What follows belongs to an exercise in optimizing a design on an open flow for small area; a production flow would make more cautious choices.
In this exercise RTL edits were held to simulation tests only and were not proved equivalent to the original.
Power is estimated from default activity; no workload was simulated.

==> flow/run.sh <==
#!/bin/bash
set -euo pipefail
W=$PWD
HERE=$(cd "$(dirname "${BASH_SOURCE[0]}")" && pwd)
export MY_ABC_SCRIPT=$HERE/abc.script
SS=$(grep -o 'SYNTH_SCRIPT=[^ ]*' "$W/standard.sh" | head -1 | cut -d= -f2)
[[ -n "$SS" ]]
cat > "$W/own_synth.tcl" <<TCL
proc abc {args} {
  set i [lsearch -exact \$args -script]
  if { \$i >= 0 } { lset args [expr {\$i + 1}] \$::env(MY_ABC_SCRIPT) }
  yosys abc {*}\$args
}
source $SS
TCL
CTS=""
if [[ -s "$HERE/cts.args" ]]; then CTS="CTS_ARGS='$(cat "$HERE/cts.args")' "; fi
sed -e "s#SYNTH_SCRIPT=$SS #SYNTH_SCRIPT=$W/own_synth.tcl ${CTS}#" "$W/standard.sh" > "$W/own_standard.sh"
grep -q own_synth.tcl "$W/own_standard.sh"
bash "$W/own_standard.sh" > "$W/flow_make.log" 2>&1
==> flow/abc.script <==
&get -n; &st; &dch; &nf -R 1000; &put
==> standard.sh <==
#!/bin/bash
# synth_recipe.tcl (not shown) runs the flow's synth.tcl, then flattens the netlist and writes it again
# the make line also repeats each setting of config.mk as NAME=value (left out here)
make -C /OpenROAD-flow-scripts/flow DESIGN_CONFIG=/design/flow/config.mk WORK_HOME=/design/flow/orfs CLKGATE_MAP_FILE= SYNTH_SCRIPT=/design/flow/synth_recipe.tcl "${@:-finish}"
==> config.mk <==
export PLATFORM = sky130hd
export DESIGN_NAME = pulse_seq_multi
export DESIGN_NICKNAME = pulse_seq_multi
export VERILOG_FILES = /design/flow/design.v
export SDC_FILE = /design/flow/constraint.sdc
export NUM_CORES = 4
export LEC_CHECK = 0
export CAP_MARGIN = 20
export CORE_MARGIN = 2
export CORE_UTILIZATION = 40
export SLEW_MARGIN = 20
==> constraint.sdc <==
create_clock -name core_clock -period 12.0 [get_ports {clk}]
set_input_delay 2.4000 -clock core_clock [delete_from_list [all_inputs] [get_ports {clk}]]
set_output_delay 2.4000 -clock core_clock [all_outputs]
set_load 0.01 [all_outputs]
==> design.v <==
package pulses_pkg;
  localparam int unsigned DEF_NUM_CH     = 2;
  localparam int unsigned DEF_NUM_PULSE  = 4;
  localparam int unsigned ADDR_PERIOD    = 0;
  localparam int unsigned ADDR_SYNC      = 1;
  localparam int unsigned ADDR_SLOT_BASE = 2;
  localparam int unsigned ADDR_REP_BASE  = ADDR_SLOT_BASE + 2 * DEF_NUM_CH * DEF_NUM_PULSE;
endpackage
import pulses_pkg::*;
module pulse_window_ch
#(
  parameter int unsigned NUM_PULSE = 4,
  parameter int unsigned TW        = 32
) (
  input  logic                    clk,
  input  logic                    rst,
  input  logic                    restart,     
  input  logic                    at_last,     
  input  logic                    cnt_zero,    
  input  logic                    act_zero,    
  input  logic [TW-1:0]           counter,
  input  logic [NUM_PULSE*TW-1:0] start,
  input  logic [NUM_PULSE*TW-1:0] stop,
  input  logic [7:0]              rep_count,
  input  logic [TW-1:0]           rep_interval,
  output logic                    win_c,
  output logic                    slot0_c
);
  function automatic logic cmp_ge(input logic [31:0] a, input logic [31:0] b, input logic cin);
    logic [3:0] g, p;
    logic       c;
    for (int k = 0; k < 4; k++) begin
      c = 1'b0;
      p[k] = 1'b1;
      for (int i = 8 * k; i < 8 * k + 8; i++) begin
        c    = (a[i] & ~b[i]) | ((a[i] | ~b[i]) & c);
        p[k] = p[k] & (a[i] | ~b[i]);
      end
      g[k] = c;
    end
    c = cin;
    for (int k = 0; k < 4; k++) c = g[k] | (p[k] & c);
    cmp_ge = c;
  endfunction
  function automatic logic [31:0] inc_fast(input logic [31:0] a);
    logic [31:0] r;
    logic [7:0]  all1;
    logic        cb, ci;
    for (int k = 0; k < 8; k++) all1[k] = &a[4*k +: 4];
    cb = 1'b1;
    for (int k = 0; k < 8; k++) begin
      ci = cb;
      for (int i = 4 * k; i < 4 * k + 4; i++) begin
        r[i] = a[i] ^ ci;
        ci   = ci & a[i];
      end
      cb = cb & all1[k];
    end
    inc_fast = r;
  endfunction
  function automatic logic [31:0] dec_fast(input logic [31:0] a);
    logic [31:0] r;
    logic [7:0]  all0;
    logic        bb, bi;
    for (int k = 0; k < 8; k++) all0[k] = ~|a[4*k +: 4];
    bb = 1'b1;
    for (int k = 0; k < 8; k++) begin
      bi = bb;
      for (int i = 4 * k; i < 4 * k + 4; i++) begin
        r[i] = a[i] ^ bi;
        bi   = bi & ~a[i];
      end
      bb = bb & all0[k];
    end
    dec_fast = r;
  endfunction
  logic [NUM_PULSE-1:0] en, lt_e, hit, last;
  logic [NUM_PULSE-1:0] last_q;    
  for (genvar p = 0; p < NUM_PULSE; p++) begin : g_slot
    wire [TW-1:0] s = start[p*TW +: TW];
    wire [TW-1:0] e = stop[p*TW +: TW];
    assign lt_e[p] = cmp_ge(e, counter, 1'b0);
    assign hit[p]  = ~act_zero & ~cmp_ge(s, counter, 1'b0) & lt_e[p];
    assign en[p]   = ~act_zero & cmp_ge(e, s, 1'b0);
  end
  assign slot0_c = hit[0];
  always_comb begin
    for (int p = 0; p < NUM_PULSE; p++) begin
      last[p] = en[p];
      for (int q = p + 1; q < NUM_PULSE; q++) last[p] = last[p] & ~en[q];
    end
  end
  logic          any;
  logic          lt_last;
  logic [TW-1:0] ls, le;
  always_comb begin
    any     = |en;
    lt_last = |(last & lt_e);
    ls      = '0;
    le      = '0;
    for (int p = 0; p < NUM_PULSE; p++) begin
      ls = ls | ({TW{last_q[p]}} & start[p*TW +: TW]);
      le = le | ({TW{last_q[p]}} & stop[p*TW +: TW]);
    end
  end
  logic [7:0]    n_rep;
  logic [TW-1:0] d;
  logic          prev_lt;    
  logic          nz, d_zero, at_stop, advance, in_copy, rep_hit;
  logic [TW-1:0] d_src;
  logic [TW-1:0] cs_s, cs_c;
  logic [TW:0]   sx, sy;
  always_comb begin
    for (int i = 0; i < TW; i++) begin
      cs_s[i] = le[i] ^ ~d[i] ^ ~ls[i];
      cs_c[i] = (le[i] & ~d[i]) | (le[i] & ~ls[i]) | (~d[i] & ~ls[i]);
    end
    sx = {1'b0, cs_s};
    sy = {cs_c, 1'b1};
    in_copy = cmp_ge(sx[TW-1:0], ~sy[TW-1:0], ~at_last);
    in_copy = sy[TW] & in_copy;
  end
  always_comb begin
    nz      = |n_rep;
    d_zero  = ~|d;
    at_stop = nz ? d_zero : (prev_lt & ~lt_last);
    advance = any & (n_rep < rep_count) & at_stop;
    rep_hit = any & nz & ~d_zero & in_copy;
    d_src   = advance ? rep_interval : d;
  end
  always_ff @(posedge clk or posedge rst) begin
    if (rst)          n_rep <= '0;
    else if (restart) n_rep <= '0;
    else if (advance) n_rep <= n_rep + 8'd1;
  end
  always_ff @(posedge clk) begin
    d       <= dec_fast(d_src);
    prev_lt <= cnt_zero | lt_last;
    last_q  <= last;
  end
  assign win_c = (|hit) | rep_hit;
endmodule
import pulses_pkg::*;
module pulse_seq_multi
#(
  parameter int unsigned NUM_CH    = 2,
  parameter int unsigned NUM_PULSE = 4,
  parameter int unsigned TW        = 32,
  parameter int unsigned ATT_W     = 7,
  parameter int unsigned ATT_STEP  = 6,
  parameter int unsigned GUARD     = 20,
  parameter int unsigned AW        = $clog2(pulses_pkg::ADDR_SLOT_BASE + 2 * NUM_CH * NUM_PULSE + 2 * NUM_CH)
) (
  input  logic              clk,
  input  logic              rst,
  input  logic              cfg_we,
  input  logic [AW-1:0]     cfg_addr,
  input  logic [TW-1:0]     cfg_wdata,
  input  logic              cfg_commit,
  input  logic              run,
  input  logic              cw_mode,
  input  logic [NUM_CH-1:0] cw_sel,
  input  logic [ATT_W-1:0]  pr_att,
  output logic              sync_on,
  output logic [NUM_CH-1:0] pulse_on,
  output logic [ATT_W-1:0]  pre_att,
  output logic              pre_block,
  output logic              cycle_start
);
  function automatic logic cmp_ge(input logic [31:0] a, input logic [31:0] b, input logic cin);
    logic [3:0] g, p;
    logic       c;
    for (int k = 0; k < 4; k++) begin
      c = 1'b0;
      p[k] = 1'b1;
      for (int i = 8 * k; i < 8 * k + 8; i++) begin
        c    = (a[i] & ~b[i]) | ((a[i] | ~b[i]) & c);
        p[k] = p[k] & (a[i] | ~b[i]);
      end
      g[k] = c;
    end
    c = cin;
    for (int k = 0; k < 4; k++) c = g[k] | (p[k] & c);
    cmp_ge = c;
  endfunction
  function automatic logic [31:0] sub_rc(input logic [31:0] a, input logic [31:0] b);
    logic [31:0] r;
    logic        c;
    c = 1'b1;
    for (int i = 0; i < 32; i++) begin
      r[i] = a[i] ^ ~b[i] ^ c;
      c    = (a[i] & ~b[i]) | ((a[i] | ~b[i]) & c);
    end
    sub_rc = r;
  endfunction
  function automatic logic [31:0] inc_fast(input logic [31:0] a);
    logic [31:0] r;
    logic [7:0]  all1;
    logic        cb, ci;
    for (int k = 0; k < 8; k++) all1[k] = &a[4*k +: 4];
    cb = 1'b1;
    for (int k = 0; k < 8; k++) begin
      ci = cb;
      for (int i = 4 * k; i < 4 * k + 4; i++) begin
        r[i] = a[i] ^ ci;
        ci   = ci & a[i];
      end
      cb = cb & all1[k];
    end
    inc_fast = r;
  endfunction
  function automatic logic [31:0] dec_fast(input logic [31:0] a);
    logic [31:0] r;
    logic [7:0]  all0;
    logic        bb, bi;
    for (int k = 0; k < 8; k++) all0[k] = ~|a[4*k +: 4];
    bb = 1'b1;
    for (int k = 0; k < 8; k++) begin
      bi = bb;
      for (int i = 4 * k; i < 4 * k + 4; i++) begin
        r[i] = a[i] ^ bi;
        bi   = bi & ~a[i];
      end
      bb = bb & all0[k];
    end
    dec_fast = r;
  endfunction
  localparam int unsigned AW1      = ATT_W + 1;
  localparam int unsigned REP_BASE = ADDR_SLOT_BASE + 2 * NUM_CH * NUM_PULSE;
  localparam int unsigned NREG     = REP_BASE + 2 * NUM_CH;
  logic [TW-1:0]   sh_reg  [NREG];
  logic [TW-1:0]   act_reg [NREG];
  logic [NREG-1:0] sh_v;
  logic [NREG-1:0] wr_sel;
  logic [NREG-1:0] ld_sel;
  logic            act_zero;
  logic            pending;
  logic            run_q;
  logic [TW-1:0]   counter;
  logic [TW-1:0]     per;
  logic [TW-1:0]     cinc;
  logic [TW-1:0]     per_g;
  logic              per_small;
  logic              at_last;
  logic              take_c;
  logic              restart_c;
  logic              cnt_zero;
  logic              guard_c;
  logic [AW1-1:0]    att_sum_c;
  logic [ATT_W-1:0]  att_hi_c;
  logic [NUM_CH-1:0] win_c;
  logic [NUM_CH-1:0] slot0_c;
  always_comb begin
    per        = act_reg[ADDR_PERIOD];
    per_small  = act_zero | ~|per[TW-1:1];
    cinc       = inc_fast(counter);
    cnt_zero   = ~|counter;
    at_last    = per_small ? counter[0] : cmp_ge(cinc, per, 1'b1);
    restart_c  = ~run | at_last;
    take_c     = (pending | cfg_commit) & (at_last | ~run | ~run_q);
    per_g      = sub_rc(per, TW'(GUARD));
    guard_c    = per_small | (per < TW'(GUARD)) | cmp_ge(counter, per_g, 1'b1);
    att_sum_c  = AW1'(pr_att) + AW1'(ATT_STEP);
    att_hi_c   = att_sum_c[ATT_W] ? {ATT_W{1'b1}} : att_sum_c[ATT_W-1:0];
    for (int i = 0; i < NREG; i++) begin
      wr_sel[i] = cfg_we & (cfg_addr == AW'(i));
      ld_sel[i] = take_c & sh_v[i];
    end
  end
  always_ff @(posedge clk) begin
    for (int i = 0; i < NREG; i++) begin
      if (wr_sel[i]) sh_reg[i] <= cfg_wdata;
      act_reg[i] <= ({TW{ld_sel[i]}} & sh_reg[i]) | ({TW{~take_c}} & act_reg[i]);
    end
  end
  always_ff @(posedge clk or posedge rst) begin
    if (rst) begin
      sh_v     <= '0;
      act_zero <= 1'b1;
      pending  <= 1'b0;
    end else begin
      sh_v <= sh_v | wr_sel;
      if (take_c) begin
        act_zero <= 1'b0;
        pending  <= 1'b0;
      end else if (cfg_commit) begin
        pending  <= 1'b1;
      end
    end
  end
  for (genvar c = 0; c < NUM_CH; c++) begin : g_ch
    logic [NUM_PULSE*TW-1:0] start_w;
    logic [NUM_PULSE*TW-1:0] stop_w;
    for (genvar p = 0; p < NUM_PULSE; p++) begin : g_p
      assign start_w[p*TW +: TW] = act_reg[ADDR_SLOT_BASE + 2 * (c * NUM_PULSE + p)];
      assign stop_w[p*TW +: TW]  = act_reg[ADDR_SLOT_BASE + 2 * (c * NUM_PULSE + p) + 1];
    end
    pulse_window_ch #(
      .NUM_PULSE(NUM_PULSE),
      .TW       (TW)
    ) u_win (
      .clk         (clk),
      .rst         (rst),
      .restart     (restart_c),
      .at_last     (at_last),
      .cnt_zero    (cnt_zero),
      .act_zero    (act_zero),
      .counter     (counter),
      .start       (start_w),
      .stop        (stop_w),
      .rep_count   (act_reg[REP_BASE + 2 * c][7:0]),
      .rep_interval(act_reg[REP_BASE + 2 * c + 1]),
      .win_c       (win_c[c]),
      .slot0_c     (slot0_c[c])
    );
  end
  always_ff @(posedge clk or posedge rst) begin
    if (rst) begin
      counter     <= '0;
      run_q       <= 1'b0;
      sync_on     <= 1'b0;
      pulse_on    <= '0;
      pre_att     <= '0;
      pre_block   <= 1'b0;
      cycle_start <= 1'b0;
    end else begin
      run_q   <= run;
      counter <= restart_c ? '0 : cinc;
      if (!run) begin
        sync_on     <= 1'b0;
        pulse_on    <= '0;
        pre_att     <= pr_att;
        pre_block   <= 1'b0;
        cycle_start <= 1'b0;
      end else begin
        cycle_start <= cnt_zero;
        sync_on     <= ~act_zero & cmp_ge(act_reg[ADDR_SYNC], counter, 1'b0);
        if (cw_mode) begin
          pulse_on  <= cw_sel;
          pre_block <= 1'b1;
          pre_att   <= pr_att;
        end else begin
          pulse_on  <= win_c;
          pre_block <= |pulse_on;
          pre_att   <= (guard_c || (|slot0_c)) ? att_hi_c : pr_att;
        end
      end
    end
  end
endmodule
==> out/summary.txt, run 1 <==
Maxcap violations -> 0
Via-to-Cell Ratio -> 5.92
Largest net degree at the start of global routing -> 138
Postcts setup bufs -> 0
Launch point of the worst reg-to-reg path -> counter[1]
CP max FO -> 61
Sink Count -> 1,471
FILL cells -> 14,400
1st-iter DRT viols -> 5,425
Worst flop-to-flop path endpoint -> g_ch[0].u_win.d[31]
Setup TNS -> 0 ns
CP startpoint -> counter[1]
Die Area -> 159,000 um^2
Commonest cells post-synth -> dfxtp_1 (730), nand2_1 (687), edfxtp_1 (656)
Die width -> 399 um
Port Buffer Count -> 63
Storage element area -> 36,500 um^2
Syn_area_per_cell -> 11.2 um^2
R2R setup slack -> 2.13 ns
Post-DR wirelength/cell -> 24.7 um
WP data arrival -> 10.58 ns
Post-Syn Nets -> 5,810
Post-DP Area -> 66,900 um^2
Pwr dens -> 215 nW/um^2
Post-Route WL -> 201,000 um
Fraction of registers with async set/reset -> 5.78%
YS warnings -> 6
Post-route core utilization -> 46.3%
Min-delay src -> sh_reg[0][16]
Final #Nets -> 6,167
Most numerous cell in the Yosys netlist -> dfxtp_1
Number of buffers created by CTS -> 159
Initial Util -> 40.2%
Final Skew -> 0.0293 ns
TritonCTS clock tree -> yes
Total GRT Usage -> 25.0%
Chip Height -> 399 um
Sequential area share after synthesis -> 58.3%
Tcrit/Tclk final -> 82.2%
Crit path required time -> 12.72 ns
ANT nets after route -> 0
Remaining Overflow, GRT -> 0
Crit start category -> register
Area share of the largest cell type after synthesis -> 31.5%
Number of synthesized register bits -> 1,471
Non-Filler Instances -> 8,138
Worst hold margin -> 0.432 ns
Primary FF master, synth -> dfxtp_1
H-tree lvl count -> 4
Post-synthesis cell area -> 62,500 um^2
Fin. Hold Viols -> 0
DR vias -> 48,200
CTS Buffer Depth -> 3
WHS Path Cells -> 2
Most numerous cell on the critical path -> maj3_1
CP endpoint kind -> register
Yosys top cell by area -> edfxtp_1
Post-synth EDFFs -> 656
Pins Over Slew Limit -> 0
Worst min path class -> reg2reg
Post-CTS Resized -> 0
FMAX -> 101 MHz
First-pass detailed-route iteration total -> 10
Ranking of synthesized cells by area -> edfxtp_1 (32%), dfxtp_1 (23%), a22o_1 (4.4%)
Outcome -> timing/DRC/antenna clean
Finish-stage setup viols -> 0
Worst skew pair latency -> 0.81 ns
Fin crit period -> 9.87 ns
Residual DRC -> 0
Worst slew pin tran -> 1.18 ns
Max rail drop VDD -> 0.169 mV
CTS clk-pin slew, worst paths -> 0.06 ns
DP HPWL -> 142,000 um
Kind of critical path -> reg2reg
Post-synth cell types -> 60
RSZ-0062 raised after global routing -> no
Synth Instances -> 5,587
Crit-path max cell delay -> 0.57 ns
First-pass GRT wire length -> 302,000 um
Final instance area -> 72,100 um^2
P_leak -> 25.3 nW
CP max stage cell -> buf_4
R2R depth -> 35
Slew Limit Headroom -> 20.1%
Routability congestion estimate -> 0.931
I/O pins -> 64
Area Growth Syn to Fin -> 15.4%
Root Buffer -> clkbuf_16
Layout cells sized above 1 -> 6.61%
Core area -> 156,000 um^2
Row count -> 145
Inst Count DP -> 7,837
Post-CTS Hold Fix Bufs -> 0
Initial antenna violation count -> 3
Number of global-route vias before repair -> 46,200
Area of the multi-input gates -> 24,300 um^2
Hold path endpoint -> act_reg[0][16]
-- metal layers --
| metal | wire length (um) | track usage, % |
|---|---|---|
| met5 | 13 | 0 |
| met4 | 6760 | 8.66 |
| met3 | 12500 | 3.75 |
| met2 | 92100 | 39.7 |
| met1 | 89700 | 34.7 |
-- placed cells by master (no fill, tap or decap), types with 23 or more instances in the layout --
cell type        count
a21boi_0            66
a21oi_1            203
a221oi_1           111
a222oi_1           148
a22o_1             312
a22oi_1             67
a31oi_1             23
and3_1              24
buf_4              128
clkbuf_1            59
clkbuf_16          170
clkdlybuf4s50_1     55
clkinv_1           541
dfrtp_1             84
dfxtp_1            722
edfxtp_1           656
fa_1                64
ha_1               107
maj3_1             204
mux2i_1             42
nand2_1            687
nand2b_1            32
nand4_1             30
nor2_1             210
nor2b_1             36
nor3_1              49
nor4_1              58
o21ai_0            481
o221ai_1            50
o22ai_1            249
o2bb2ai_1           28
or2_0               26
xnor2_1             33
-- worst max-delay path, delay by kind of cell, from the launching register on --
kind	cells	cell delay, ns
AOI/OAI and AO/OA	8	2.27
DFF	1	0.32
xor gates and xnor gates	1	0.11
buffers and inverters	4	1.18
and+or+nand+nor	11	2.51
adders and majority gates	11	3.30
-- worst max-delay path by stage --
stage | endpoint | slack [ns] | depth (start not counted)
3_3_place_gp | g_ch[0].u_win.d[31] | 2.29 | 35
4_1_cts | g_ch[0].u_win.d[31] | 2.21 | 35
6_report | g_ch[0].u_win.d[31] | 2.13 | 35
3_5_place_dp | g_ch[0].u_win.d[31] | 2.24 | 35
5_1_grt | g_ch[0].u_win.d[31] | 1.59 | 35
2_1_floorplan | act_reg[1][11] | 1.11 | 20
-- cells by family (layout without fill, tap and decap cells) --
family	count (synthesis)	after routing	synth area share [%]
other cells	0	1	0
mux	43	43	0.691
simple gates	1245	1245	8.70
buf+inv	531	1023	3.19
compound gates	1885	1885	21.1
fa+ha+maj	375	375	7.46
flops	1471	1471	58.3
xor+xnor	37	37	0.518
-- report_power, final --
group | internal, mW | switching [mW] | leakage [nW]
Combinational | 1.69 | 2.50 | 9.75
Sequential | 5.77 | 0.646 | 13.1
Clock | 2.86 | 2.02 | 2.52
-- final cells by class --
cell class	count	area share (%)
clock buffers	248	6.57
flip-flops and latches	1471	50.5
inverters	531	2.77
well taps	2058	3.57
multi-input cells	3585	33.6
repair buffers	196	2.30
diodes	1	0.00347
clock inverters	48	0.604
-- per-stage QoR --
| step | power, mW | worst slack (ns) |
|---|---|---|
| 2_1_floorplan | 9.15 | 1.11 |
| 3_3_place_gp | 10.5 | 2.29 |
| 3_5_place_dp | 10.6 | 2.24 |
| 4_1_cts | 15.5 | 2.21 |
| 5_1_grt | 16.3 | 1.59 |
| 6_report | 15.5 | 2.13 |
==> run 2: changes to the inputs <==
--- a/design.v
+++ b/design.v
@@ -19,7 +19,7 @@
   input  logic                    cnt_zero,    
   input  logic                    act_zero,    
   input  logic [TW-1:0]           counter,
-  input  logic [NUM_PULSE*TW-1:0] start,
+  input  logic [NUM_PULSE*TW-1:0] start_n,     
   input  logic [NUM_PULSE*TW-1:0] stop,
   input  logic [7:0]              rep_count,
   input  logic [TW-1:0]           rep_interval,
@@ -77,11 +77,11 @@
   logic [NUM_PULSE-1:0] en, lt_e, hit, last;
   logic [NUM_PULSE-1:0] last_q;    
   for (genvar p = 0; p < NUM_PULSE; p++) begin : g_slot
-    wire [TW-1:0] s = start[p*TW +: TW];
-    wire [TW-1:0] e = stop[p*TW +: TW];
+    wire [TW-1:0] sn = start_n[p*TW +: TW];
+    wire [TW-1:0] e  = stop[p*TW +: TW];
     assign lt_e[p] = cmp_ge(e, counter, 1'b0);
-    assign hit[p]  = ~act_zero & ~cmp_ge(s, counter, 1'b0) & lt_e[p];
-    assign en[p]   = ~act_zero & cmp_ge(e, s, 1'b0);
+    assign hit[p]  = ~act_zero & cmp_ge(counter, ~sn, 1'b1) & lt_e[p];
+    assign en[p]   = ~act_zero & cmp_ge(e, ~sn, 1'b0);
   end
   assign slot0_c = hit[0];
   always_comb begin
@@ -92,14 +92,14 @@
   end
   logic          any;
   logic          lt_last;
-  logic [TW-1:0] ls, le;
+  logic [TW-1:0] lsn, le;
   always_comb begin
     any     = |en;
     lt_last = |(last & lt_e);
-    ls      = '0;
+    lsn     = '0;
     le      = '0;
     for (int p = 0; p < NUM_PULSE; p++) begin
-      ls = ls | ({TW{last_q[p]}} & start[p*TW +: TW]);
+      lsn = lsn | ({TW{last_q[p]}} & start_n[p*TW +: TW]);
       le = le | ({TW{last_q[p]}} & stop[p*TW +: TW]);
     end
   end
@@ -112,8 +112,8 @@
   logic [TW:0]   sx, sy;
   always_comb begin
     for (int i = 0; i < TW; i++) begin
-      cs_s[i] = le[i] ^ ~d[i] ^ ~ls[i];
-      cs_c[i] = (le[i] & ~d[i]) | (le[i] & ~ls[i]) | (~d[i] & ~ls[i]);
+      cs_s[i] = le[i] ^ ~d[i] ^ lsn[i];
+      cs_c[i] = (le[i] & ~d[i]) | (le[i] & lsn[i]) | (~d[i] & lsn[i]);
     end
     sx = {1'b0, cs_s};
     sy = {cs_c, 1'b1};
@@ -233,6 +233,8 @@
   logic [NREG-1:0] sh_v;
   logic [NREG-1:0] wr_sel;
   logic [NREG-1:0] ld_sel;
+  logic [NREG-1:0] ld_one;
+  logic [NREG-1:0] inv_reg;
   logic            act_zero;
   logic            pending;
   logic            run_q;
@@ -265,12 +267,13 @@
     for (int i = 0; i < NREG; i++) begin
       wr_sel[i] = cfg_we & (cfg_addr == AW'(i));
       ld_sel[i] = take_c & sh_v[i];
+      ld_one[i] = take_c & ~sh_v[i] & inv_reg[i];
     end
   end
   always_ff @(posedge clk) begin
     for (int i = 0; i < NREG; i++) begin
-      if (wr_sel[i]) sh_reg[i] <= cfg_wdata;
-      act_reg[i] <= ({TW{ld_sel[i]}} & sh_reg[i]) | ({TW{~take_c}} & act_reg[i]);
+      if (wr_sel[i]) sh_reg[i] <= inv_reg[i] ? ~cfg_wdata : cfg_wdata;
+      act_reg[i] <= ({TW{ld_sel[i]}} & sh_reg[i]) | {TW{ld_one[i]}} | ({TW{~take_c}} & act_reg[i]);
     end
   end
   always_ff @(posedge clk or posedge rst) begin
@@ -288,6 +291,10 @@
       end
     end
   end
+  always_comb begin
+    inv_reg = '0;
+    for (int i = 0; i < NUM_CH * NUM_PULSE; i++) inv_reg[ADDR_SLOT_BASE + 2 * i] = 1'b1;
+  end
   for (genvar c = 0; c < NUM_CH; c++) begin : g_ch
     logic [NUM_PULSE*TW-1:0] start_w;
     logic [NUM_PULSE*TW-1:0] stop_w;
@@ -306,7 +313,7 @@
       .cnt_zero    (cnt_zero),
       .act_zero    (act_zero),
       .counter     (counter),
-      .start       (start_w),
+      .start_n     (start_w),
       .stop        (stop_w),
       .rep_count   (act_reg[REP_BASE + 2 * c][7:0]),
       .rep_interval(act_reg[REP_BASE + 2 * c + 1]),
==> flow/cts.args (new file) <==
-sink_clustering_enable -repair_clock_nets -dont_use_dummy_load -buf_list sky130_fd_sc_hd__clkbuf_16 -sink_clustering_size 24 -sink_clustering_max_diameter 80
--- a/config.mk
+++ b/config.mk
@@ -7,5 +7,5 @@
 export LEC_CHECK = 0
 export CAP_MARGIN = 20
 export CORE_MARGIN = 2
-export CORE_UTILIZATION = 40
+export CORE_UTILIZATION = 55
 export SLEW_MARGIN = 20
==> run 2 against run 1 <==
Worst hold slack worse by 0.0050 ns. Combinational power is 8.6% higher. Via count is 0.68% higher. Synthesized area is 1.8% lower. Routed wire length is 3.8% higher. Flip-flop and latch count stayed put. Non-clock buffer count is 7 lower. Cell area is 7.1% lower. Largest cell class unchanged. Largest power group unchanged.
==> out/summary.txt, run 2 <==
Outcome -> timing/DRC/antenna clean
Non-Filler Instances -> 6,915 (-15%)
DP HPWL -> 145,000 um (+1.8%)
Post-Syn Nets -> 5,384 (-7.3%)
FMAX -> 106 MHz (+5.0%)
CP top delay family -> adder cells
Ranking of synthesized cells by area -> edfxtp_1 (32%), dfxtp_1 (24%), a22o_1 (4.3%)
Pins Over Slew Limit -> 0 (unchanged)
Finish-stage setup viols -> 0 (unchanged)
Primary FF master, synth -> dfxtp_1
Most frequent cells in the layout -> dfxtp_1 (722), edfxtp_1 (656), nand2_1 (479)
Sink Count -> 1,471 (unchanged)
Pwr dens -> 206 nW/um^2 (-4.0%)
Residual DRC -> 0 (unchanged)
Post-CTS Resized -> 0 (unchanged)
Number of buffers created by CTS -> 74 (-53%)
Area Growth Syn to Fin -> 9.07%
Sequential area share after synthesis -> 59.3% (+1.1 points)
Post-synthesis cell area -> 61,400 um^2 (-1.8%)
CP endpoint kind -> register
Remaining Overflow, GRT -> 0 (unchanged)
Routability congestion estimate -> 0.991 (+6.4%)
Fin crit period -> 9.40 ns (-0.468 ns)
1st-iter DRT viols -> 6,926 (+28%)
Fraction of registers with async set/reset -> 5.78% (unchanged)
First-pass detailed-route iteration total -> 12 (+2)
RSZ-0062 raised after global routing -> no
H-tree lvl count -> 3 (-1)
Worst min path class -> reg2reg
Commonest non-fill, non-tap cell in the layout -> dfxtp_1
Worst slew pin tran -> 1.16 ns (-0.0227 ns)
Initial antenna violation count -> 9 (+6)
Final #Nets -> 5,649 (-8.4%)
Initial Util -> 55.5% (+15 points)
TritonCTS clock tree -> yes
Die width -> 338 um (-15%)
Die Area -> 114,000 um^2 (-28%)
Post-Route WL -> 209,000 um (+3.8%)
Number of synthesized register bits -> 1,471 (unchanged)
Synth Instances -> 5,161 (-7.6%)
Root Buffer -> clkbuf_16
Port Buffer Count -> 63 (unchanged)
Tcrit/Tclk final -> 78.3% (-3.9 points)
FILL cells -> 9,094 (-37%)
Number of global-route vias before repair -> 46,000 (-0.29%)
Post-synth cell types -> 56 (-6.7%)
Commonest cells post-synth -> dfxtp_1 (730), edfxtp_1 (656), nand2_1 (482)
Crit-path max cell delay -> 0.73 ns (+0.16 ns)
Max rail drop VDD -> 0.151 mV (-10%)
Crit start category -> register
Via-to-Cell Ratio -> 7.02 (+18%)
Post-CTS Hold Fix Bufs -> 0 (unchanged)
Fin. Hold Viols -> 0 (unchanged)
Postcts setup bufs -> 0 (unchanged)
P_leak -> 23.7 nW (-6.4%)
Slew Limit Headroom -> 22.7% (+2.6 points)
Yosys top cell by area -> edfxtp_1
Syn_area_per_cell -> 11.9 um^2 (+6.3%)
ANT nets after route -> 0 (unchanged)
I/O pins -> 64 (unchanged)
Post-DR wirelength/cell -> 30.2 um (+22%)
Final Worst Setup Slack -> 2.60 ns (+0.468 ns)
Final Skew -> 0.0542 ns (+0.0250 ns)
Power Total -> 13.8 mW (-11%)
Post-synth EDFFs -> 656 (unchanged)
Inst Count DP -> 6,838 (-13%)
Kind of critical path -> reg2reg
First-pass GRT wire length -> 308,000 um (+1.9%)
CTS clk-pin slew, worst paths -> 0.10 ns (+0.04 ns)
Post-route core utilization -> 60.5% (+14 points)
DR vias -> 48,500 (+0.68%)
Crit path required time -> 12.65 ns (-0.07 ns)
Area share of the largest cell type after synthesis -> 32.1% (+0.57 points)
Core area -> 111,000 um^2 (-29%)
WP buf/inv -> 3 (-1)
Maxcap violations -> 0 (unchanged)
CP max stage cell -> nand3_2
Most numerous cell on the critical path -> maj3_1
Row count -> 122 (-16%)
Setup TNS -> 0 ns (unchanged)
WP data arrival -> 10.05 ns (-0.53 ns)
Total GRT Usage -> 35.8% (+11 points)
Most numerous cell in the Yosys netlist -> dfxtp_1
Largest net degree at the start of global routing -> 188 (+36%)
CTS Buffer Depth -> 3 (unchanged)
Chip Height -> 338 um (-15%)
YS warnings -> 6 (unchanged)
CP max FO -> 26 (-57%)
Pre-CTS WS -> 2.66 ns (+0.417 ns)
Layout cells sized above 1 -> 4.44% (-2.2 points)
Worst skew pair latency -> 0.70 ns (-0.11 ns)
-- run 2: final timing paths --
kind / cells after the start / startpoint / endpoint / slack (ns)
max: 30 / counter[1] / g_ch[0].u_win.d[30] / 2.60
min: 1 / sh_reg[16][8] / act_reg[16][8] / 0.43
max reg2reg: 30 / counter[1] / g_ch[0].u_win.d[30] / 2.60
min reg2reg: 1 / sh_reg[16][8] / act_reg[16][8] / 0.43
max in group asynchronous: 3 / rst / sync_on / 8.59
min in group asynchronous: 2 / rst / g_ch[0].u_win.n_rep[7] / 2.15
-- run 2: stage by stage --
stage | hold slack (ns) | area [um^2]
6_report | 0.427 | 67000
5_1_grt | 0.445 | 67000
3_5_place_dp | 0.429 | 65100
2_1_floorplan | 0.418 | 61400
3_3_place_gp | 0.422 | 65100
4_1_cts | 0.412 | 67000
-- run 2: cell type report --
class,count,area (um^2),area share [%]
Sequential cell,1471,36500,54.4
Multi-Input combinational cell,3380,24000,35.8
Tap cell,1488,1860,2.78
Clock buffer,74,1850,2.77
Timing Repair Buffer,189,1640,2.44
Inverter,310,1170,1.74
Antenna cell,3,7.51,0.0112
-- run 2: kinds of logic (layout without fill, tap and decap cells) --
group / after synthesis / after routing / synth area share, %
AO/OA/AOI/OAI: 1921 / 1921 / 23.4
flip-flops: 1471 / 1471 / 59.3
AND/OR/NAND/NOR: 1085 / 1085 / 7.86
buffers and inverters: 310 / 573 / 1.90
adder cells (fa/ha/maj): 297 / 297 / 6.32
multiplexers: 40 / 40 / 0.652
XOR/XNOR: 37 / 37 / 0.528
other: 0 / 3 / 0
-- run 2: layer usage --
metal,GRT usage (%),vias to the layer above,share of wire [%]
li1,-,21100,-
met1,52.7,24200,42
met2,52.9,2795,43
met3,6.96,382,11
met4,12.1,2,3.8
met5,0,-,0.0062
-- run 2: power by group --
| group | switching, mW | internal, mW |
|---|---|---|
| logic | 2.66 | 1.89 |
| registers | 0.843 | 5.76 |
| clock network | 1.55 | 1.11 |
| total | 5.05 | 8.75 |
==> run 3: changes to the inputs <==
==> flow/cts.args (replaced) <==
-sink_clustering_enable -repair_clock_nets -dont_use_dummy_load -buf_list sky130_fd_sc_hd__clkbuf_8 -sink_clustering_size 16 -sink_clustering_max_diameter 60
==> run 3 against run 2 <==
Synthesized cell count unchanged. First-iteration DRC count increased by 0.26%. Power fell by 1.7%. Critical path depth stayed put. Combinational power about the same. Routed wire length is 0.15% higher. Non-clock buffer count did not move. Fmax shrank 0.40%. Highest routed layer unchanged. Utilization fell by 0.21 points. Global-route usage is essentially flat.
==> out/summary.txt, run 3 <==
Post-DR wirelength/cell -> 30.0 um (-0.49%)
RSZ-0062 raised after global routing -> no
Primary FF master, synth -> dfxtp_1
Maxcap violations -> 0 (unchanged)
H-tree lvl count -> 3 (unchanged)
Core area -> 111,000 um^2 (unchanged)
P_leak -> 23.6 nW (-0.27%)
Post-synth cell types -> 56 (unchanged)
Routability congestion estimate -> 0.991 (unchanged)
WP data arrival -> 10.19 ns (+0.14 ns)
Root Buffer -> clkbuf_8
Most numerous cell in the Yosys netlist -> dfxtp_1
Yosys top cell by area -> edfxtp_1
FMAX -> 106 MHz (-0.40%)
Final #Nets -> 5,693 (+0.78%)
R2R depth -> 30 (unchanged)
Post-CTS Resized -> 0 (unchanged)
Chip Height -> 338 um (unchanged)
Worst flop-to-flop path endpoint -> g_ch[0].u_win.d[31]
Post-Route WL -> 209,000 um (+0.15%)
Synth Instances -> 5,161 (unchanged)
I/O pins -> 64 (unchanged)
Remaining Overflow, GRT -> 0 (unchanged)
Worst skew pair latency -> 0.86 ns (+0.16 ns)
Ranking of synthesized cells by area -> edfxtp_1 (32%), dfxtp_1 (24%), a22o_1 (4.3%)
First-pass GRT wire length -> 308,000 um (about the same)
Area Growth Syn to Fin -> 8.69%
DR vias -> 48,800 (+0.57%)
FILL cells -> 9,145 (+0.56%)
Crit start category -> register
Most numerous cell on the critical path -> maj3_1
CTS clk-pin slew, worst paths -> 0.10 ns (about the same)
CP max stage cell -> nand3_2
ANT nets after route -> 0 (unchanged)
Initial Util -> 55.5% (unchanged)
Launch point of the worst reg-to-reg path -> counter[1]
Die width -> 338 um (unchanged)
Die Area -> 114,000 um^2 (unchanged)
Layout cells sized above 1 -> 5.21% (+0.77 points)
Fin crit period -> 9.44 ns (+0.0380 ns)
Commonest non-fill, non-tap cell in the layout -> dfxtp_1
CP max FO -> 26 (unchanged)
Residual DRC -> 0 (unchanged)
Worst min path class -> reg2reg
Syn_area_per_cell -> 11.9 um^2 (unchanged)
Port Buffer Count -> 63 (unchanged)
Commonest cells post-synth -> dfxtp_1 (730), edfxtp_1 (656), nand2_1 (482)
Number of global-route vias before repair -> 46,200 (+0.24%)
Via-to-Cell Ratio -> 7.01 (about the same)
Postcts setup bufs -> 0 (unchanged)
Crit path required time -> 12.75 ns (+0.10 ns)
Slew Limit Headroom -> 23.8% (+1.1 points)
Fraction of registers with async set/reset -> 5.78% (unchanged)
Setup TNS -> 0 ns (unchanged)
WHS Path Cells -> 1 (unchanged)
Crit-path max cell delay -> 0.73 ns (about the same)
CP endpoint kind -> register
Max rail drop VDD -> 0.139 mV (-8.0%)
Number of buffers created by CTS -> 118 (+59%)
Largest net degree at the start of global routing -> 188 (unchanged)
DP HPWL -> 145,000 um (unchanged)
Post-synthesis cell area -> 61,400 um^2 (unchanged)
Initial antenna violation count -> 10 (+1)
R2R setup slack -> 2.56 ns (-0.04 ns)
TritonCTS clock tree -> yes
Tcrit/Tclk final -> 78.6% (+0.32 points)
Sink Count -> 1,471 (unchanged)
Kind of critical path -> reg2reg
Crit path capture -> g_ch[0].u_win.d[31]
First-pass detailed-route iteration total -> 13 (+1)
Pwr dens -> 203 nW/um^2 (-1.4%)
Final Skew -> 0.0806 ns (+0.0264 ns)
Post-synth EDFFs -> 656 (unchanged)
Worst hold margin -> 0.409 ns (-0.0180 ns)
YS warnings -> 6 (unchanged)
Pins Over Slew Limit -> 0 (unchanged)
Total GRT Usage -> 35.7% (about the same)
Row count -> 122 (unchanged)
Area share of the largest cell type after synthesis -> 32.1% (unchanged)
Outcome -> timing/DRC/antenna clean
CP startpoint -> counter[1]
Post-Syn Nets -> 5,384 (unchanged)
Fin. Hold Viols -> 0 (unchanged)
Worst slew pin tran -> 1.14 ns (-0.0169 ns)
1st-iter DRT viols -> 6,944 (+0.26%)
Most frequent cells in the layout -> dfxtp_1 (722), edfxtp_1 (656), nand2_1 (479)
Sequential area share after synthesis -> 59.3% (unchanged)
Post-CTS Hold Fix Bufs -> 0 (unchanged)
CTS Buffer Depth -> 3 (unchanged)
Number of synthesized register bits -> 1,471 (unchanged)
Finish-stage setup viols -> 0 (unchanged)
## run 3: cell counts after synthesis
No cell type changed its count.
## run 3: critical path, delay by kind of cell, from the launching register on
| kind | cells | cell delay (ns) |
|---|---|---|
| AND/OR/NAND/NOR | 11 | 3.04 |
| buffers and inverters | 2 | 0.67 |
| XOR/XNOR | 1 | 0.11 |
| flip-flops | 1 | 0.33 |
| AO/OA/AOI/OAI | 6 | 1.97 |
| adder cells (fa/ha/maj) | 10 | 3.19 |
## run 3: area by class of cell
| cell class | instances | area, um^2 | area share [%] |
|---|---|---|---|
| antenna | 3 | 7.51 | 0.0112 |
| clock buffer | 118 | 1620 | 2.43 |
| inverter | 310 | 1170 | 1.75 |
| multi-input combinational | 3380 | 24000 | 36.0 |
| sequential | 1471 | 36500 | 54.6 |
| tap | 1488 | 1860 | 2.79 |
| timing repair buffer | 189 | 1640 | 2.45 |
## run 3: how the worst min path moves through the flow
stage	startpoint	end	slack, ns
after detailed placement	sh_reg[0][16]	act_reg[0][16]	0.43
after global placement	sh_reg[1][19]	act_reg[1][19]	0.42
final	sh_reg[2][29]	act_reg[2][29]	0.41
after floorplan	sh_reg[0][10]	act_reg[0][10]	0.42
after CTS	sh_reg[2][29]	act_reg[2][29]	0.40
after global routing	sh_reg[2][25]	act_reg[2][25]	0.43
## run 3: routing by layer
layer | track usage, % | wire (um) | vias up
met5 | 0 | 13 | -
li1 | - | - | 21200
met1 | 52.8 | 88500 | 24400
met3 | 7.00 | 22700 | 406
met2 | 52.5 | 89800 | 2764
met4 | 12.6 | 7990 | 2
## run 3: where the power goes
part / leakage, nW / switching (mW) / total [mW] / internal [mW]
logic: 9.73 / 2.65 / 4.54 / 1.89
registers: 13.1 / 0.847 / 6.61 / 5.76
clock network: 0.848 / 1.56 / 2.43 / 0.871
## run 3: per-stage QoR
stage	utilization, %	area [um^2]	power, mW	setup slack [ns]	instances
finish	60.3	66700	13.6	2.56	6959
global route	60.3	66700	14.3	2.03	6957
CTS	60.3	66700	13.5	2.61	6956
detailed placement	58.8	65100	11.1	2.66	6838
global placement	58.8	65100	11.0	2.76	6835
floorplan	-	61400	9.49	1.56	5161
## run 3: cell families after synthesis
kind of cell	after synthesis	synth area share (%)
adder cells (fa/ha/maj)	297	6.32
AO/OA/AOI/OAI	1921	23.4
AND/OR/NAND/NOR	1085	7.86
multiplexers	40	0.652
buffers and inverters	310	1.90
XOR/XNOR	37	0.528
flip-flops	1471	59.3
==> run 4: changes to the inputs <==
--- a/flow/run.sh
+++ b/flow/run.sh
@@ -13,8 +13,13 @@
 }
 source $SS
 TCL
-CTS=""
-if [[ -s "$HERE/cts.args" ]]; then CTS="CTS_ARGS='$(cat "$HERE/cts.args")' "; fi
-sed -e "s#SYNTH_SCRIPT=$SS #SYNTH_SCRIPT=$W/own_synth.tcl ${CTS}#" "$W/standard.sh" > "$W/own_standard.sh"
+EXTRA=""
+if [[ -f "$HERE/make.vars" ]]; then
+  while IFS= read -r line; do
+    [[ -z "$line" ]] && continue
+    EXTRA+="${line%%=*}='${line#*=}' "
+  done < "$HERE/make.vars"
+fi
+sed -e "s#SYNTH_SCRIPT=$SS #SYNTH_SCRIPT=$W/own_synth.tcl ${EXTRA}#" "$W/standard.sh" > "$W/own_standard.sh"
 grep -q own_synth.tcl "$W/own_standard.sh"
 bash "$W/own_standard.sh" > "$W/flow_make.log" 2>&1
==> flow/abc.script (replaced) <==
&get -n; &st; &dch; &nf -R 1000; &dch; &nf -R 1000; &put
==> flow/make.vars (new file) <==
CTS_ARGS=-sink_clustering_enable -repair_clock_nets -dont_use_dummy_load -buf_list sky130_fd_sc_hd__clkbuf_8 -sink_clustering_size 16 -sink_clustering_max_diameter 60
BUFFER_PORTS_ARGS=-buffer_cell sky130_fd_sc_hd__buf_1
--- a/config.mk
+++ b/config.mk
@@ -5,7 +5,7 @@
 export SDC_FILE = /design/flow/constraint.sdc
 export NUM_CORES = 4
 export LEC_CHECK = 0
-export CAP_MARGIN = 20
+export CAP_MARGIN = 10
 export CORE_MARGIN = 2
-export CORE_UTILIZATION = 55
-export SLEW_MARGIN = 20
+export CORE_UTILIZATION = 62
+export SLEW_MARGIN = 10
removed: flow/cts.args
==> run 4 against run 3 <==
Clock power fell by 2%. Via count rose by 0.49%. Utilization rose by 7.1 points. Sequential power rose by 0.9%. Still clean on timing, DRC and antenna. Cell area fell by 2.0%. Largest power group unchanged. Routed wire length fell by 1.9%.
==> out/summary.txt, run 4 <==
Launch point of the worst reg-to-reg path -> counter[1]
ANT nets after route -> 0 (unchanged)
Area share of the largest cell type after synthesis -> 32.4% (+0.29 points)
FMAX -> 103 MHz (-2.4%)
Postcts setup bufs -> 0 (unchanged)
Internal power -> 8.47 mW (-0.50%)
1st-iter DRT viols -> 8,869 (+28%)
H-tree lvl count -> 3 (unchanged)
Residual DRC -> 0 (unchanged)
Post-synthesis cell area -> 60,900 um^2 (-0.89%)
Pwr dens -> 207 nW/um^2 (+1.7%)
DR vias -> 49,000 (+0.49%)
Initial antenna violation count -> 6 (-4)
Sw Share -> 37.4% (+0.11 points)
Post-route core utilization -> 67.4% (+7.1 points)
Fraction of registers with async set/reset -> 5.78% (unchanged)
CP max FO -> 38 (+46%)
Crit path capture -> g_ch[0].u_win.d[31]
Outcome -> timing/DRC/antenna clean
Combinational Power Share -> 33.0% (-0.4 points)
Seq pwr share -> 49.3% (+0.6 points)
Fin. Hold Viols -> 0 (unchanged)
TritonCTS clock tree -> yes
Sink Count -> 1,471 (unchanged)
CP endpoint kind -> register
Worst flop-to-flop path endpoint -> g_ch[0].u_win.d[31]
Area Growth Syn to Fin -> 7.46%
Root Buffer -> clkbuf_8
Worst slew pin tran -> 1.23 ns (+0.0880 ns)
Remaining Overflow, GRT -> 0 (unchanged)
Slew Limit Headroom -> 17.3% (-6.5 points)
Non-Filler Instances -> 6,541 (-6.0%)
Die Area -> 101,000 um^2 (-12%)
Core area -> 97,000 um^2 (-12%)
CTS clk-pin slew, worst paths -> 0.10 ns (about the same)
Commonest non-fill, non-tap cell in the layout -> dfxtp_1
Total GRT Usage -> 40.3% (+4.6 points)
R2R depth -> 31 (+3.3%)
Tcrit/Tclk final -> 80.6% (+1.9 points)
Syn_area_per_cell -> 12.2 um^2 (+3.0%)
Die width -> 317 um (-6.2%)
Layout cells sized above 1 -> 5.15% (-0.063 points)
CP max stage cell -> dfrtp_1
Max rail drop VDD -> 0.156 mV (+12%)
WP data arrival -> 10.41 ns (+0.22 ns)
R2R setup slack -> 2.33 ns (-0.23 ns)
Primary FF master, synth -> dfxtp_1
Clock Power Share -> 17.7% (-0.2 points)
Post-Syn Nets -> 5,191 (-3.6%)
Number of global-route vias before repair -> 46,400 (+0.56%)
CP startpoint -> counter[1]
YS warnings -> 6 (unchanged)
Crit start category -> register
Post-Route WL -> 205,000 um (-1.9%)
DP HPWL -> 142,000 um (-2.0%)
Crit-path max cell delay -> 0.75 ns (+0.02 ns)
Worst min path class -> reg2reg
I/O pins -> 64 (unchanged)
Most frequent cells in the layout -> dfxtp_1 (722), edfxtp_1 (656), nand2_1 (372)
Crit path required time -> 12.74 ns (about the same)
Final #Nets -> 5,488 (-3.6%)
Maxcap violations -> 0 (unchanged)
Post-CTS Resized -> 0 (unchanged)
Post-synth cell types -> 70 (+25%)
P_leak -> 22.9 nW (-3.0%)
Fin crit period -> 9.67 ns (+0.230 ns)
Ranking of synthesized cells by area -> edfxtp_1 (32%), dfxtp_1 (24%), a22o_1 (5.0%)
Largest net degree at the start of global routing -> 180 (-4.3%)
CTS Buffer Depth -> 3 (unchanged)
Setup TNS -> 0 ns (unchanged)
Synth Instances -> 4,968 (-3.7%)
Pins Over Slew Limit -> 0 (unchanged)
First-pass GRT wire length -> 300,000 um (-2.5%)
Commonest cells post-synth -> dfxtp_1 (730), edfxtp_1 (656), nand2_1 (372)
Finish-stage setup viols -> 0 (unchanged)
Port Buffer Count -> 63 (unchanged)
Yosys top cell by area -> edfxtp_1
Worst skew pair latency -> 0.83 ns (-0.03 ns)
Number of synthesized register bits -> 1,471 (unchanged)
RSZ-0062 raised after global routing -> no
Post-DR wirelength/cell -> 31.4 um (+4.4%)
Kind of critical path -> reg2reg
Routability congestion estimate -> 1.01 (+2.0%)
Psw -> 5.05 mW (about the same)
Chip Height -> 317 um (-6.2%)
Number of buffers created by CTS -> 115 (-2.5%)
Sequential area share after synthesis -> 59.9% (+0.54 points)
Post-CTS Hold Fix Bufs -> 0 (unchanged)
Final Skew -> 0.0785 ns (-0.00205 ns)
Most numerous cell in the Yosys netlist -> dfxtp_1
Inst Count DP -> 6,424 (-6.1%)
Post-synth EDFFs -> 656 (unchanged)
Initial Util -> 62.7% (+7.3 points)
Row count -> 114 (-6.6%)
First-pass detailed-route iteration total -> 12 (-1)
Via-to-Cell Ratio -> 7.50 (+6.9%)
-- run 4: changes by cell type after synthesis, sizes merged, moves of 24 or more --
cell / before / now
nand2: 482 / 372
maj3: 126 / 26
nor2: 288 / 201
a22oi: 144 / 219
a221oi: 141 / 90
a22o: 298 / 346
clkinv: 310 / 271
o22a: 268 / 303
a222oi: 145 / 175
o22ai: 296 / 320
-- run 4: final cells by class --
cell class                 count  area [um^2]
tap                         1276         1600
antenna                        2         5.00
timing repair buffer         180         1140
inverter                     271         1020
fill                        7237        31600
multi-input combinational   3226        23600
sequential                  1471        36500
clock buffer                 115         1580
-- run 4: stage by stage --
step	worst slack [ns]	area, um^2	hold slack (ns)	power [mW]
final	2.33	65400	0.391	13.5
after global routing	1.93	65400	0.400	14.1
after CTS	2.50	65400	0.394	13.4
after detailed placement	2.57	63800	0.429	11.1
after global placement	2.87	63800	0.422	10.9
after floorplan	2.02	60900	0.418	9.46
-- run 4: worst min path at each step --
stage,startpoint,endpoint,depth (start not counted)
floorplan,sh_reg[0][10],act_reg[0][10],2
global route,sh_reg[8][12],act_reg[8][12],1
detailed placement,sh_reg[20][1],act_reg[20][1],2
finish,sh_reg[8][12],act_reg[8][12],1
CTS,sh_reg[8][12],act_reg[8][12],1
global placement,sh_reg[0][13],act_reg[0][13],2
-- run 4: logic make-up (layout without fill, tap and decap cells) --
group	Yosys count	in the layout	share of synthesized area, %
compound gates	2033	2033	25.3
flops	1471	1471	59.9
simple gates	902	902	6.91
buf+inv	271	566	1.67
fa+ha+maj	197	197	4.73
mux	60	60	0.989
xor+xnor	34	34	0.489
other cells	0	2	0
-- run 4: worst max-delay path, delay by kind of cell, from the launching register on --
| family | cells | cell delay [ns] |
|---|---|---|
| AOI/OAI and AO/OA | 8 | 2.40 |
| and+or+nand+nor | 11 | 2.35 |
| adders and majority gates | 8 | 2.33 |
| buffers and inverters | 2 | 1.31 |
| DFF | 1 | 0.75 |
| muxes | 1 | 0.32 |
| xor gates and xnor gates | 1 | 0.11 |
-- run 4: power groups by stage --
stage | clock, mW | sequential [mW] | combinational (mW)
2_1_floorplan | 0 | 6.41 | 3.05
3_3_place_gp | 0 | 6.71 | 4.24
3_5_place_dp | 0 | 6.72 | 4.35
4_1_cts | 2.40 | 6.61 | 4.37
5_1_grt | 2.55 | 6.71 | 4.86
6_report | 2.39 | 6.67 | 4.47
-- run 4: routing by layer --
layer	vias up	wire length, um	GRT usage, %
li1	20800	-	-
met4	0	9550	17.1
met5	-	0	0
met1	24300	80100	57.9
met3	517	27900	9.85
met2	3479	87500	58.7
==> run 5: changes to the inputs <==
--- a/design.v
+++ b/design.v
@@ -22,7 +22,7 @@
   input  logic [NUM_PULSE*TW-1:0] start_n,     
   input  logic [NUM_PULSE*TW-1:0] stop,
   input  logic [7:0]              rep_count,
-  input  logic [TW-1:0]           rep_interval,
+  input  logic [TW-1:0]           rep_interval_n,   
   output logic                    win_c,
   output logic                    slot0_c
 );
@@ -58,22 +58,6 @@
     end
     inc_fast = r;
   endfunction
-  function automatic logic [31:0] dec_fast(input logic [31:0] a);
-    logic [31:0] r;
-    logic [7:0]  all0;
-    logic        bb, bi;
-    for (int k = 0; k < 8; k++) all0[k] = ~|a[4*k +: 4];
-    bb = 1'b1;
-    for (int k = 0; k < 8; k++) begin
-      bi = bb;
-      for (int i = 4 * k; i < 4 * k + 4; i++) begin
-        r[i] = a[i] ^ bi;
-        bi   = bi & ~a[i];
-      end
-      bb = bb & all0[k];
-    end
-    dec_fast = r;
-  endfunction
   logic [NUM_PULSE-1:0] en, lt_e, hit, last;
   logic [NUM_PULSE-1:0] last_q;    
   for (genvar p = 0; p < NUM_PULSE; p++) begin : g_slot
@@ -104,16 +88,16 @@
     end
   end
   logic [7:0]    n_rep;
-  logic [TW-1:0] d;
+  logic [TW-1:0] dn;         
   logic          prev_lt;    
   logic          nz, d_zero, at_stop, advance, in_copy, rep_hit;
-  logic [TW-1:0] d_src;
+  logic [TW-1:0] dn_src;
   logic [TW-1:0] cs_s, cs_c;
   logic [TW:0]   sx, sy;
   always_comb begin
     for (int i = 0; i < TW; i++) begin
-      cs_s[i] = le[i] ^ ~d[i] ^ lsn[i];
-      cs_c[i] = (le[i] & ~d[i]) | (le[i] & lsn[i]) | (~d[i] & lsn[i]);
+      cs_s[i] = le[i] ^ dn[i] ^ lsn[i];
+      cs_c[i] = (le[i] & dn[i]) | (le[i] & lsn[i]) | (dn[i] & lsn[i]);
     end
     sx = {1'b0, cs_s};
     sy = {cs_c, 1'b1};
@@ -122,11 +106,11 @@
   end
   always_comb begin
     nz      = |n_rep;
-    d_zero  = ~|d;
+    d_zero  = &dn;
     at_stop = nz ? d_zero : (prev_lt & ~lt_last);
     advance = any & (n_rep < rep_count) & at_stop;
     rep_hit = any & nz & ~d_zero & in_copy;
-    d_src   = advance ? rep_interval : d;
+    dn_src  = advance ? rep_interval_n : dn;
   end
   always_ff @(posedge clk or posedge rst) begin
     if (rst)          n_rep <= '0;
@@ -134,7 +118,7 @@
     else if (advance) n_rep <= n_rep + 8'd1;
   end
   always_ff @(posedge clk) begin
-    d       <= dec_fast(d_src);
+    dn      <= inc_fast(dn_src);
     prev_lt <= cnt_zero | lt_last;
     last_q  <= last;
   end
@@ -294,6 +278,7 @@
   always_comb begin
     inv_reg = '0;
     for (int i = 0; i < NUM_CH * NUM_PULSE; i++) inv_reg[ADDR_SLOT_BASE + 2 * i] = 1'b1;
+    for (int c = 0; c < NUM_CH; c++) inv_reg[REP_BASE + 2 * c + 1] = 1'b1;
   end
   for (genvar c = 0; c < NUM_CH; c++) begin : g_ch
     logic [NUM_PULSE*TW-1:0] start_w;
@@ -316,7 +301,7 @@
       .start_n     (start_w),
       .stop        (stop_w),
       .rep_count   (act_reg[REP_BASE + 2 * c][7:0]),
-      .rep_interval(act_reg[REP_BASE + 2 * c + 1]),
+      .rep_interval_n(act_reg[REP_BASE + 2 * c + 1]),
       .win_c       (win_c[c]),
       .slot0_c     (slot0_c[c])
     );
==> flow/make.vars (replaced) <==
CTS_ARGS=-sink_clustering_enable -repair_clock_nets -dont_use_dummy_load -buf_list sky130_fd_sc_hd__clkbuf_8 -sink_clustering_size 18 -sink_clustering_max_diameter 60
BUFFER_PORTS_ARGS=-buffer_cell sky130_fd_sc_hd__buf_1
==> run 5 against run 4 <==
Flip-flop and latch count unchanged. Cell area down 0.46%. Combinational power shrank 2%. Sequential share of layout area is 0.26 points higher. Die area down 0.20%. Sequential power shrank 2%. Critical path depth decreased by 1. Routed wire length down 1.6%. Worst setup slack gained 0.60 ns. Cell count fell by 1.2%. Largest cell class unchanged. Largest power group unchanged. Highest routed layer is now met5.
==> out/summary.txt, run 5 <==
Postcts setup bufs -> 0 (unchanged)
CP endpoint kind -> register
Initial antenna violation count -> 5 (-1)
Commonest cells post-synth -> dfxtp_1 (730), edfxtp_1 (656), o22a_1 (357)
First-pass GRT wire length -> 295,000 um (-1.8%)
Kind of critical path -> reg2reg
CTS clk-pin slew, worst paths -> 0.11 ns (about the same)
Combinational Power Share -> 33.1% (about the same)
RSZ-0062 raised after global routing -> no
Layout cells sized above 1 -> 4.85% (-0.30 points)
Row count -> 114 (unchanged)
Internal power -> 8.39 mW (-1.0%)
Synth Instances -> 4,900 (-1.4%)
Die Area -> 100,000 um^2 (-0.20%)
Fin crit period -> 9.06 ns (-0.604 ns)
Sink Count -> 1,471 (unchanged)
Crit start category -> register
Post-synthesis cell area -> 60,700 um^2 (-0.21%)
Post-CTS Resized -> 0 (unchanged)
Post-synth cell types -> 64 (-8.6%)
FMAX -> 110 MHz (+6.7%)
Most numerous cell on the critical path -> ha_1
Number of global-route vias before repair -> 45,800 (-1.4%)
Total GRT Usage -> 39.6% (-0.74 points)
Worst min path class -> reg2reg
CP max FO -> 58 (+53%)
Commonest non-fill, non-tap cell in the layout -> dfxtp_1
ANT nets after route -> 0 (unchanged)
Finish-stage setup viols -> 0 (unchanged)
Non-Filler Instances -> 6,462 (-1.2%)
Area share of the largest cell type after synthesis -> 32.4% (+0.067 points)
I/O pins -> 64 (unchanged)
Chip Height -> 317 um (-0.10%)
Most frequent cells in the layout -> dfxtp_1 (722), edfxtp_1 (656), o22a_1 (357)
H-tree lvl count -> 3 (unchanged)
Outcome -> timing/DRC/antenna clean
Primary FF master, synth -> dfxtp_1
Pre-CTS WS -> 3.17 ns (+0.604 ns)
Seq pwr share -> 49.5% (+0.2 points)
Post-Route WL -> 202,000 um (-1.6%)
Sw Share -> 36.6% (-0.71 points)
Number of synthesized register bits -> 1,471 (unchanged)
Max rail drop VDD -> 0.171 mV (+9.4%)
Initial Util -> 62.7% (about the same)
Post-Syn Nets -> 5,133 (-1.1%)
Final #Nets -> 5,410 (-1.4%)
Remaining Overflow, GRT -> 0 (unchanged)
Maxcap violations -> 0 (unchanged)
CTS Buffer Depth -> 3 (unchanged)
Final Worst Setup Slack -> 2.94 ns (+0.604 ns)
Fraction of registers with async set/reset -> 5.78% (unchanged)
CP max stage cell -> dfrtp_1
YS warnings -> 6 (unchanged)
Psw -> 4.85 mW (-4.0%)
Port Buffer Count -> 63 (unchanged)
Number of buffers created by CTS -> 106 (-7.8%)
DR vias -> 48,500 (-1.1%)
WP data arrival -> 9.80 ns (-0.61 ns)
Core area -> 96,900 um^2 (-0.15%)
Pins Over Slew Limit -> 0 (unchanged)
Crit-path max cell delay -> 0.94 ns (+0.19 ns)
Clock Power Share -> 17.4% (-0.3 points)
Pwr dens -> 203 nW/um^2 (-1.7%)
Largest net degree at the start of global routing -> 175 (-2.8%)
Ranking of synthesized cells by area -> edfxtp_1 (32%), dfxtp_1 (24%), o22a_1 (5.1%)
P_leak -> 22.5 nW (-1.8%)
Final Skew -> 0.0823 ns (+0.00373 ns)
Crit path required time -> 12.73 ns (about the same)
Most numerous cell in the Yosys netlist -> dfxtp_1
Tcrit/Tclk final -> 75.5% (-5.0 points)
TritonCTS clock tree -> yes
Inst Count DP -> 6,345 (-1.2%)
Syn_area_per_cell -> 12.4 um^2 (+1.2%)
Post-CTS Hold Fix Bufs -> 0 (unchanged)
Slew Limit Headroom -> 17.8% (+0.53 points)
Root Buffer -> clkbuf_8
Worst skew pair latency -> 0.84 ns (about the same)
DP HPWL -> 139,000 um (-2.1%)
Routability congestion estimate -> 1.01 (-0.54%)
Yosys top cell by area -> edfxtp_1
First-pass detailed-route iteration total -> 14 (+2)
Post-DR wirelength/cell -> 31.2 um (-0.43%)
Fin. Hold Viols -> 0 (unchanged)
Die width -> 317 um (-0.10%)
Worst slew pin tran -> 1.22 ns (-0.00973 ns)
Setup TNS -> 0 ns (unchanged)
Post-synth EDFFs -> 656 (unchanged)
Area Growth Syn to Fin -> 7.18%
Sequential area share after synthesis -> 60.0% (+0.12 points)
Residual DRC -> 0 (unchanged)
1st-iter DRT viols -> 7,876 (-11%)
Via-to-Cell Ratio -> 7.51 (+0.16%)
[run 5: cell count changes in the layout (fill, tap and decap cells not counted), sizes merged, moves of 11 or more]
cell,before,now
nand4,19,31
buf,180,169
o21ai,264,250
a21oi,120,159
nor3,56,45
a21boi,34,97
nand2,372,263
nor2,201,219
o221ai,40,51
mux2i,59,16
a22o,346,283
nor4,57,42
clkinv,270,236
o22a,303,357
[run 5: worst paths after layout]
check                              start                    to  slack [ns]  depth (start not counted)
max reg2reg                   counter[2]  g_ch[1].u_win.dn[31]        2.94                         30
max in group asynchronous            rst            pre_att[6]        8.84                          3
min reg2reg                sh_reg[3][12]        act_reg[3][12]        0.41                          1
min                        sh_reg[3][12]        act_reg[3][12]        0.41                          1
max                           counter[2]  g_ch[1].u_win.dn[31]        2.94                         30
min in group asynchronous            rst               sh_v[4]        1.68                          2
[run 5: logic make-up (layout without fill, tap and decap cells)]
| kind of cell | count (synthesis) | in the layout | share of synthesized area (%) |
|---|---|---|---|
| DFF | 1471 | 1471 | 60.0 |
| adders and majority gates | 204 | 204 | 4.90 |
| AOI/OAI and AO/OA | 2137 | 2137 | 26.6 |
| other | 0 | 11 | 0 |
| xor gates and xnor gates | 26 | 26 | 0.375 |
| muxes | 24 | 24 | 0.412 |
| buffers and inverters | 237 | 512 | 1.46 |
| and+or+nand+nor | 801 | 801 | 6.28 |
[run 5: area by class of cell]
class / count / area [um^2]
tap: 1276 / 1600
fill: 7359 / 31800
clock buffer: 106 / 1460
sequential: 1471 / 36500
multi-input combinational: 3192 / 23600
timing repair buffer: 169 / 1080
antenna: 11 / 27.5
inverter: 237 / 892
[run 5: through the flow]
| stage | total power, mW | utilization (%) | area, um^2 | hold WS (ns) |
|---|---|---|---|---|
| final | 13.2 | 67.2 | 65100 | 0.406 |
| after detailed placement | 10.9 | 65.7 | 63600 | 0.428 |
| after CTS | 13.1 | 67.2 | 65100 | 0.405 |
| after global placement | 10.8 | 65.7 | 63600 | 0.421 |
| after floorplan | 9.36 | - | 60700 | 0.418 |
| after global routing | 13.8 | 67.2 | 65100 | 0.418 |
[run 5: power groups by stage]
stage                     clock [mW]  sequential (mW)  combinational (mW)
after floorplan                    0             6.37                2.99
after global placement             0             6.60                4.16
after detailed placement           0             6.61                4.26
after CTS                       2.31             6.50                4.28
after global routing            2.47             6.59                4.77
final                           2.31             6.55                4.38
[run 5: routing by layer]
layer	wire [um]	GRT usage, %	share of wire [%]
met1	79100	57.3	39
met2	86200	57.6	43
met3	26500	8.52	13
met4	10100	17.7	5.0
met5	13	0	0.0064
[run 5: worst max-delay path: cells and delay by family, from the launching register on]
family          cells  cell delay [ns]
compound gates     11             2.10
mux                 1             0.34
xor+xnor            1             0.11
fa+ha+maj           6             1.57
buf+inv             2             0.99
simple gates        9             2.85
flops               1             0.94

==> separate check: timing with driven ports <==
No port has a modelled driver above. Below, the same layouts with a new extraction and two added sets of constraints.
Step 1: set_driving_cell puts a clkbuf_16 on clk and a buf_2 on each other input, an assumption about the parent block.
Step 2 moves the port delays by t, midway between the first and last clock arrival at a register: inputs arrive t later, outputs are due t later. That takes back most of the time a late clock gives input paths.
a / b / c = ideal / step 1 / step 2; a / b = the first two.
run	t (ns)	slack for setup (ns)	hold WS [ns]
run 1	0.871	2.132 / 2.132 / 2.132	0.432 / 0.432 / 0.432
run 2	0.755	2.600 / 2.600 / 2.600	0.427 / 0.427 / 0.427
run 3	0.888	2.562 / 2.562 / 2.562	0.409 / 0.409 / 0.409
run 4	0.861	2.333 / 2.333 / 2.333	0.391 / 0.391 / 0.391
run 5	0.871	2.936 / 2.936 / 2.936	0.406 / 0.406 / 0.406
After both steps every run listed still meets setup and hold.
